Source: an optimization exercise on an open RTL-to-GDS flow (aim: small area). Production flows keep margins and buffers that such runs may drop.
Only simulation tests tie the RTL to the original design; equivalence was not proved.
Power and IR drop assume default switching activity.

## design/flow/config.mk

```make
export PLATFORM = sky130hd
export DESIGN_NAME = alu_operand_seq
export DESIGN_NICKNAME = alu_operand_seq
export VERILOG_FILES = /design/flow/design.v
export SDC_FILE = /design/flow/constraint.sdc
export NUM_CORES = 4
export LEC_CHECK = 0
export CAP_MARGIN = 20
export CORE_MARGIN = 2
export CORE_UTILIZATION = 40
export SLEW_MARGIN = 20
```

## design/flow/constraint.sdc

```tcl
create_clock -name core_clock -period 6.0 [get_ports {clk}]
set_input_delay 1.2000 -clock core_clock [delete_from_list [all_inputs] [get_ports {clk}]]
set_output_delay 1.2000 -clock core_clock [all_outputs]
set_load 0.01 [all_outputs]
```

## design/flow/design.v

```verilog
package alu_operand_seq_pkg;
    localparam int DATA_W      = 32;
    localparam int REG_IDX_W   = 5;
    localparam int OP_W        = 5;
    localparam int IMM_W       = 16;
    localparam int NUM_REGS    = 32;
    localparam int NUM_OPS_DEF = 7;
    localparam logic [OP_W-1:0] OP_AND = 5'd0;
    localparam logic [OP_W-1:0] OP_OR  = 5'd1;
    localparam logic [OP_W-1:0] OP_ADD = 5'd2;
    localparam logic [OP_W-1:0] OP_SUB = 5'd3;
    localparam logic [OP_W-1:0] OP_XOR = 5'd4;
    localparam logic [OP_W-1:0] OP_SLT = 5'd5;
    localparam logic [OP_W-1:0] OP_NOR = 5'd6;
    typedef enum logic [2:0] {
        S_IDLE,
        S_ISSUE,
        S_WAIT,
        S_WB,
        S_ERR
    } state_t;
    function automatic logic signed [DATA_W-1:0] sext_imm(input logic [IMM_W-1:0] imm);
        sext_imm = {{(DATA_W-IMM_W){imm[IMM_W-1]}}, imm};
    endfunction
endpackage
module alu_regfile
(
    input  logic                 clk,
    input  logic                 rst,
    input  logic [alu_operand_seq_pkg::REG_IDX_W-1:0] i_ra_addr,
    output logic [alu_operand_seq_pkg::DATA_W-1:0]    o_ra_data,
    input  logic [alu_operand_seq_pkg::REG_IDX_W-1:0] i_rb_addr,
    output logic [alu_operand_seq_pkg::DATA_W-1:0]    o_rb_data,
    input  logic [alu_operand_seq_pkg::REG_IDX_W-1:0] i_dbg_addr,
    output logic [alu_operand_seq_pkg::DATA_W-1:0]    o_dbg_data,
    input  logic                 i_we,
    input  logic [alu_operand_seq_pkg::REG_IDX_W-1:0] i_wa,
    input  logic [alu_operand_seq_pkg::DATA_W-1:0]    i_wd
);
    logic [alu_operand_seq_pkg::DATA_W-1:0] r_mem [alu_operand_seq_pkg::NUM_REGS];
    always_ff @(posedge clk) begin
        if (rst) begin
            for (int i = 0; i < alu_operand_seq_pkg::NUM_REGS; i++) begin
                r_mem[i] <= '0;
            end
        end else if (i_we && (i_wa != '0)) begin
            r_mem[i_wa] <= i_wd;
        end
    end
    assign o_ra_data  = (i_ra_addr  == '0) ? '0 : r_mem[i_ra_addr];
    assign o_rb_data  = (i_rb_addr  == '0) ? '0 : r_mem[i_rb_addr];
    assign o_dbg_data = (i_dbg_addr == '0) ? '0 : r_mem[i_dbg_addr];
endmodule
module alu_operand_seq
#(
    parameter int ALU_LAT = 1,             
    parameter int NUM_OPS = alu_operand_seq_pkg::NUM_OPS_DEF
) (
    input  logic                 clk,
    input  logic                 rst,
    input  logic                 CMD_VALID,
    output logic                 CMD_READY,
    input  logic [alu_operand_seq_pkg::OP_W-1:0]      CMD_OP,
    input  logic [alu_operand_seq_pkg::REG_IDX_W-1:0] CMD_RS,
    input  logic [alu_operand_seq_pkg::REG_IDX_W-1:0] CMD_RT,
    input  logic [alu_operand_seq_pkg::REG_IDX_W-1:0] CMD_RD,
    input  logic                 CMD_USE_IMM,
    input  logic [alu_operand_seq_pkg::IMM_W-1:0]     CMD_IMM,
    output logic [alu_operand_seq_pkg::DATA_W-1:0]    ALU_A,
    output logic [alu_operand_seq_pkg::DATA_W-1:0]    ALU_B,
    output logic [alu_operand_seq_pkg::OP_W-1:0]      ALU_OP,
    input  logic [alu_operand_seq_pkg::DATA_W-1:0]    ALU_OUT,
    output logic                 DONE,
    output logic [alu_operand_seq_pkg::DATA_W-1:0]    RESULT,
    output logic                 ERR,
    input  logic [alu_operand_seq_pkg::REG_IDX_W-1:0] DBG_ADDR,
    output logic [alu_operand_seq_pkg::DATA_W-1:0]    DBG_DATA
);
    localparam logic [1:0] WAIT_INIT = (ALU_LAT > 1) ? 2'(ALU_LAT - 2) : 2'd0;
    alu_operand_seq_pkg::state_t                 r_state;
    logic [1:0]             r_wait_cnt;
    logic [alu_operand_seq_pkg::OP_W-1:0]        r_op;
    logic [alu_operand_seq_pkg::REG_IDX_W-1:0]   r_rs;
    logic [alu_operand_seq_pkg::REG_IDX_W-1:0]   r_rt;
    logic [alu_operand_seq_pkg::REG_IDX_W-1:0]   r_rd;
    logic                   r_use_imm;
    logic [alu_operand_seq_pkg::IMM_W-1:0]       r_imm;
    logic [alu_operand_seq_pkg::DATA_W-1:0]      r_alu_a;
    logic signed [alu_operand_seq_pkg::DATA_W-1:0] r_alu_b;
    logic [alu_operand_seq_pkg::OP_W-1:0]        r_alu_op;
    logic [alu_operand_seq_pkg::DATA_W-1:0]      r_result;
    logic                   r_done;
    logic                   r_err;
    logic                   w_accept;
    logic                   w_op_legal;
    logic [alu_operand_seq_pkg::DATA_W-1:0]      w_rs_data;
    logic [alu_operand_seq_pkg::DATA_W-1:0]      w_rt_data;
    logic                   w_we;
    assign CMD_READY  = (r_state == alu_operand_seq_pkg::S_IDLE) && !rst;
    assign w_accept   = CMD_VALID && CMD_READY;
    assign w_op_legal = int'(CMD_OP) < NUM_OPS;
    assign w_we       = (r_state == alu_operand_seq_pkg::S_WB);
    alu_regfile u_regfile (
        .clk        (clk),
        .rst        (rst),
        .i_ra_addr  (r_rs),
        .o_ra_data  (w_rs_data),
        .i_rb_addr  (r_rt),
        .o_rb_data  (w_rt_data),
        .i_dbg_addr (DBG_ADDR),
        .o_dbg_data (DBG_DATA),
        .i_we       (w_we),
        .i_wa       (r_rd),
        .i_wd       (ALU_OUT)
    );
    always_ff @(posedge clk) begin
        if (w_accept) begin
            r_op      <= CMD_OP;
            r_rs      <= CMD_RS;
            r_rt      <= CMD_RT;
            r_rd      <= CMD_RD;
            r_use_imm <= CMD_USE_IMM;
            r_imm     <= CMD_IMM;
        end
    end
    always_ff @(posedge clk) begin
        if (rst) begin
            r_state    <= alu_operand_seq_pkg::S_IDLE;
            r_wait_cnt <= '0;
            r_alu_a    <= '0;
            r_alu_b    <= '0;
            r_alu_op   <= '0;
            r_result   <= '0;
            r_done     <= 1'b0;
            r_err      <= 1'b0;
        end else begin
            r_done <= 1'b0;
            r_err  <= 1'b0;
            case (r_state)
                alu_operand_seq_pkg::S_IDLE: begin
                    if (w_accept) begin
                        if (w_op_legal) begin
                            r_state <= alu_operand_seq_pkg::S_ISSUE;
                        end else begin
                            r_state <= alu_operand_seq_pkg::S_ERR;
                            r_err   <= 1'b1;
                        end
                    end
                end
                alu_operand_seq_pkg::S_ISSUE: begin
                    r_alu_a  <= w_rs_data;
                    r_alu_b  <= r_use_imm ? alu_operand_seq_pkg::sext_imm(r_imm) : w_rt_data;
                    r_alu_op <= r_op;
                    if (ALU_LAT <= 1) begin
                        r_state <= alu_operand_seq_pkg::S_WB;
                    end else begin
                        r_wait_cnt <= WAIT_INIT;
                        r_state    <= alu_operand_seq_pkg::S_WAIT;
                    end
                end
                alu_operand_seq_pkg::S_WAIT: begin
                    if (r_wait_cnt == '0) begin
                        r_state <= alu_operand_seq_pkg::S_WB;
                    end else begin
                        r_wait_cnt <= r_wait_cnt - 2'd1;
                    end
                end
                alu_operand_seq_pkg::S_WB: begin
                    r_result <= ALU_OUT;
                    r_done   <= 1'b1;
                    r_state  <= alu_operand_seq_pkg::S_IDLE;
                end
                alu_operand_seq_pkg::S_ERR: begin
                    r_state <= alu_operand_seq_pkg::S_IDLE;
                end
                default: begin
                    r_state <= alu_operand_seq_pkg::S_IDLE;
                end
            endcase
        end
    end
    assign ALU_A  = r_alu_a;
    assign ALU_B  = r_alu_b;
    assign ALU_OP = r_alu_op;
    assign RESULT = r_result;
    assign DONE   = r_done;
    assign ERR    = r_err;
endmodule
```

## design/flow/run.sh

```bash
#!/bin/bash
# synth_recipe.tcl (not shown) runs the flow's synth.tcl, then flattens the netlist and writes it again
# the make line also repeats each setting of config.mk as NAME=value (left out here)
make -C /OpenROAD-flow-scripts/flow DESIGN_CONFIG=/design/flow/config.mk WORK_HOME=/design/flow/orfs CLKGATE_MAP_FILE= SYNTH_SCRIPT=/design/flow/synth_recipe.tcl finish
```

==> run notes <==
core outline area=0.167 sq mm; area post-placement=0.0722 sq mm; RSZ-0062 raised after global routing=false; number of nets at the end of the flow=4710; proportion of synthesized chip area in sequential cells=50.8%; proportion of layout cells with a drive suffix above 1=26.5%; Highest Clock Rate=192 MHz; netlist area before placement=0.0673 sq mm; slowest stage cell on the critical path=sky130_fd_sc_hd__or3_2; Reg clk slew, reported paths=0.06 ns; worst-path maximum fanout=25; area delta synth->final=13.4%; instance count of the mapped netlist=4593; nature of the critical path startpoint=input pin; type of destination of the critical path=output pin; final critical delay including setup and external delays=5.20 ns; antenna violations before repair=36; maximum number of pins on one net before global-route repair=97; cell breakdown of the critical path=buf_8 -> nor3_1 -> or3_2 -> buf_4 -> o22ai_1 -> a21o_1 -> clkdlybuf4s50_1; Filler Cell Count=14533; Reg-to-Reg Start=r_state[1]; xor and xnor area share after synthesis=0.0260%; ys async rst share=0%; Clock Latency Late Sink=0.80 ns; global router's overall resource usage=31.9%; post-cts hold buffer count=0; combinational family with the most area after synthesis=multiplexers; Power Density=282 mW/mm^2; Yosys warning total=2; reported max-cap violation count=0; # DRC=0; type of the worst min-delay path=reg2reg; post-synthesis average cell area=14.7 sq um; aggregate negative setup slack=0 ns; period utilization=86.6%; synthesized-area fraction occupied by ao, oa, aoi and oai cells=5.22%; number of synthesized flops with an enable pin=1061; number of top-level design ports=213; post-route antenna net violation count=0; DIE HEIGHT=414 um; average routed wire per standard cell=40.0 um; Row Count=150; clock tree root driver cell=sky130_fd_sc_hd__clkbuf_16; half-perimeter wire length after placement=165 mm; DR pass1 iterations=9; number of max-slew violations in the final report=0; post-cts sizing count=0; number of flip-flops and latches in the synthesized netlist=1179; maximum vdd drop=0.170 mV; number of distinct library cell variants in the gate-level netlist after synthesis=56; Die Outline Area=0.172 sq mm; CP max stage delay=0.80 ns; overall die width=414 um; headroom to the max-slew limit=16.5%; routability-driven placement congestion ratio=0.921; arrival time of data at the critical path endpoint=4.00 ns; post-synthesis share of cell area spent on full adders, half adders and majority gates=0.0186%; overall overflow remaining after global route=0; kind of critical path=in2out; hold violation count in the final report=0; via count of the first global-routing pass=45253; Critical Path Start=DBG_ADDR[1]; Critical Path RT=4.80 ns; clock sink count=1179; H-tree depth=4; number of DRC markers after the initial detailed-route iteration=8660; final setup skew=0.0249 ns; mux contribution to synthesized area=28.9%; routed vias=48065; global-route wire length before repair=379 mm; area of all sequential standard cells=0.0343 sq mm; simple-gate share of the synthesized area=11.8%; Routed WL=279 mm; detailed-route vias per instance=6.91; reported leakage power=26.9 nW; total setup violations reported at the end of the flow=0; transition time at the pin with the least slew margin=1.25 ns; most frequently used flop master after synthesis=sky130_fd_sc_hd__edfxtp_1; setup repair bufs after CTS=0; clock buffer count from CTS=131; min-delay src=r_result[31]; multi-input logic area=0.0314 sq mm; CTS tree=yes; Final Cell Area=0.0764 sq mm; starting density of the core=40.3%; result of the run=no timing/DRC/antenna violations; port buffer count=212; maximum clock path buffer count=3
[final timing paths]
kind                                                to  slack (ns)  depth (start not counted)
worst max-delay path                       DBG_DATA[3]        0.80                          7
worst min-delay path                      r_result[31]        0.45                          2
worst max register to register  u_regfile.r_mem[27][8]        2.25                          6
worst min register to register            r_result[31]        0.45                          2
[layout make-up]
| cell class | count | area share [%] |
|---|---|---|
| well taps | 2204 | 3.61 |
| flip-flops and latches | 1179 | 44.8 |
| clock inverters | 56 | 0.668 |
| clock buffers | 178 | 4.76 |
| repair buffers | 378 | 4.90 |
| multi-input cells | 2936 | 41.1 |
| inverters | 6 | 0.0295 |
| diodes | 22 | 0.0721 |
[critical path, delay by kind of cell]
family | cells | cell delay (ns)
buffers and inverters | 3 | 1.24
AO/OA/AOI/OAI | 2 | 0.59
AND/OR/NAND/NOR | 2 | 0.89
[logic make-up (layout without fill, tap and decap cells)]
group,after synthesis,in the layout
flip-flops,1179,1179
XOR/XNOR,2,2
other,1,54
adder cells (fa/ha/maj),1,1
multiplexers,1056,1056
AND/OR/NAND/NOR,1359,1359
buffers and inverters,509,618
AO/OA/AOI/OAI,486,486
[power by group]
part	switching (mW)	total [mW]	internal, mW
clock network	3.47	8.10	4.62
logic	2.19	3.77	1.59
registers	0.396	9.65	9.26
total	6.06	21.5	15.5
[synthesized netlist by cell type (4+ instances only)]
| cell | instances | area [sq um] |
|---|---|---|
| sky130_fd_sc_hd__or3b_2 | 4 | 35.0 |
| sky130_fd_sc_hd__o21ai_1 | 4 | 20.0 |
| sky130_fd_sc_hd__a221oi_1 | 37 | 324 |
| sky130_fd_sc_hd__edfxtp_1 | 1061 | 31900 |
| sky130_fd_sc_hd__nand3_1 | 12 | 60.1 |
| sky130_fd_sc_hd__o22a_1 | 10 | 87.6 |
| sky130_fd_sc_hd__mux2_2 | 46 | 518 |
| sky130_fd_sc_hd__nand2_1 | 148 | 556 |
| sky130_fd_sc_hd__and2_1 | 994 | 6220 |
| sky130_fd_sc_hd__nor3_1 | 5 | 25.0 |
| sky130_fd_sc_hd__nand2b_1 | 6 | 37.5 |
| sky130_fd_sc_hd__or2_2 | 31 | 194 |
| sky130_fd_sc_hd__a211oi_1 | 68 | 510 |
| sky130_fd_sc_hd__dfxtp_1 | 118 | 2360 |
| sky130_fd_sc_hd__nor2b_1 | 9 | 56.3 |
| sky130_fd_sc_hd__mux2i_1 | 303 | 3030 |
| sky130_fd_sc_hd__inv_1 | 5 | 18.8 |
| sky130_fd_sc_hd__a31oi_1 | 16 | 100 |
| sky130_fd_sc_hd__o21ai_0 | 15 | 75.1 |
| sky130_fd_sc_hd__and3_1 | 13 | 81.3 |
| sky130_fd_sc_hd__buf_4 | 34 | 255 |
| sky130_fd_sc_hd__a22o_1 | 16 | 140 |
| sky130_fd_sc_hd__o211ai_1 | 6 | 45.0 |
| sky130_fd_sc_hd__a22oi_1 | 29 | 218 |
| sky130_fd_sc_hd__o22ai_1 | 137 | 857 |
| sky130_fd_sc_hd__o2111ai_1 | 14 | 123 |
| sky130_fd_sc_hd__a21o_1 | 37 | 278 |
| sky130_fd_sc_hd__or3_1 | 8 | 50.1 |
| sky130_fd_sc_hd__nor2_1 | 92 | 345 |
| sky130_fd_sc_hd__nand3b_1 | 8 | 60.1 |
| sky130_fd_sc_hd__or4_1 | 9 | 67.6 |
| sky130_fd_sc_hd__o221a_2 | 32 | 360 |
| sky130_fd_sc_hd__buf_1 | 31 | 116 |
| sky130_fd_sc_hd__mux4_2 | 707 | 15900 |
| sky130_fd_sc_hd__clkbuf_1 | 345 | 1290 |
| sky130_fd_sc_hd__a21oi_1 | 51 | 255 |
| sky130_fd_sc_hd__buf_2 | 91 | 455 |
| sky130_fd_sc_hd__nor4_1 | 12 | 75.1 |
| sky130_fd_sc_hd__o41ai_1 | 5 | 43.8 |
[registers in the layout (all words and copies together) (netlist names), named ones only]
signal / count
r_alu_a: 32
r_alu_b: 32
r_alu_op: 5
r_done: 1
r_err: 1
r_imm: 16
r_op: 5
r_rd: 5
r_result: 32
r_rs: 5
r_rt: 5
r_state: 3
r_use_imm: 1
r_wait_cnt: 2
u_regfile.r_mem: 1024
[layout by cell type (no fill, tap or decap), drive strengths merged, types with 6 or more instances in the layout]
master / count
and2: 994
nand3: 12
and3: 13
clkbuf: 178
mux2i: 303
a31oi: 16
buf: 183
o221a: 32
nand2b: 6
a22o: 16
or4: 9
dfxtp: 118
mux2: 46
a211oi: 68
nor4: 12
a22oi: 29
a221oi: 37
nand3b: 8
nand2: 148
or2: 32
o22a: 10
conb: 32
mux4: 707
nor2b: 9
o22ai: 137
bufinv: 9
o211ai: 6
a21oi: 51
a21o: 37
inv: 10
clkdlybuf4s50: 195
clkinv: 39
nor2: 92
diode: 22
o21ai: 19
o2111ai: 14
or3: 9
edfxtp: 1061
[stage by stage]
step | power (mW) | cells | hold WS, ns | worst slack, ns | util (%)
after floorplan | 11.9 | 4624 | 0.465 | 1.73 | -
after global placement | 13.4 | 6702 | 0.440 | 0.848 | 43.2
after detailed placement | 13.5 | 6703 | 0.447 | 0.876 | 43.2
after CTS | 21.4 | 6937 | 0.456 | 0.880 | 45.7
after global routing | 21.9 | 6939 | 0.474 | 0.847 | 45.6
final | 21.5 | 6959 | 0.451 | 0.803 | 45.7
[per-layer routing]
| metal | vias up | share of wire (%) | global-route usage (%) |
|---|---|---|---|
| met5 | - | 0.082 | 0 |
| met4 | 12 | 5.1 | 14.6 |
| met3 | 737 | 15 | 10.5 |
| met2 | 4396 | 44 | 47.2 |
| met1 | 24746 | 36 | 42.4 |
| li1 | 18174 | - | - |

[afterwards: timing with drivers on the ports]
No port has a modelled driver above. Below, the same layout with a new extraction and two added sets of constraints. Step 1 sets driving cells, clkbuf_16 on the clock port and buf_2 on the other inputs (assumed; they add their load-dependent delay and slew). Step 2 also shifts input and output timing later by t, the mid clock arrival at the registers, as if the neighbouring blocks saw the same clock. a / b / c = ideal / step 1 / step 2; a / b = the first two.
shift t [ns]: 0.871
slack for setup (ns): 0.803 / 0.747 / 0.747
worst setup path at the end: input to output
latest minus earliest clock arrival (ns): 0.029 / 0.030
cell pins on the clock port's net: 1
After both steps this run still meets setup and hold. The setup slack of this run moves by -0.056 ns with the drivers and by -0.056 ns with both steps.
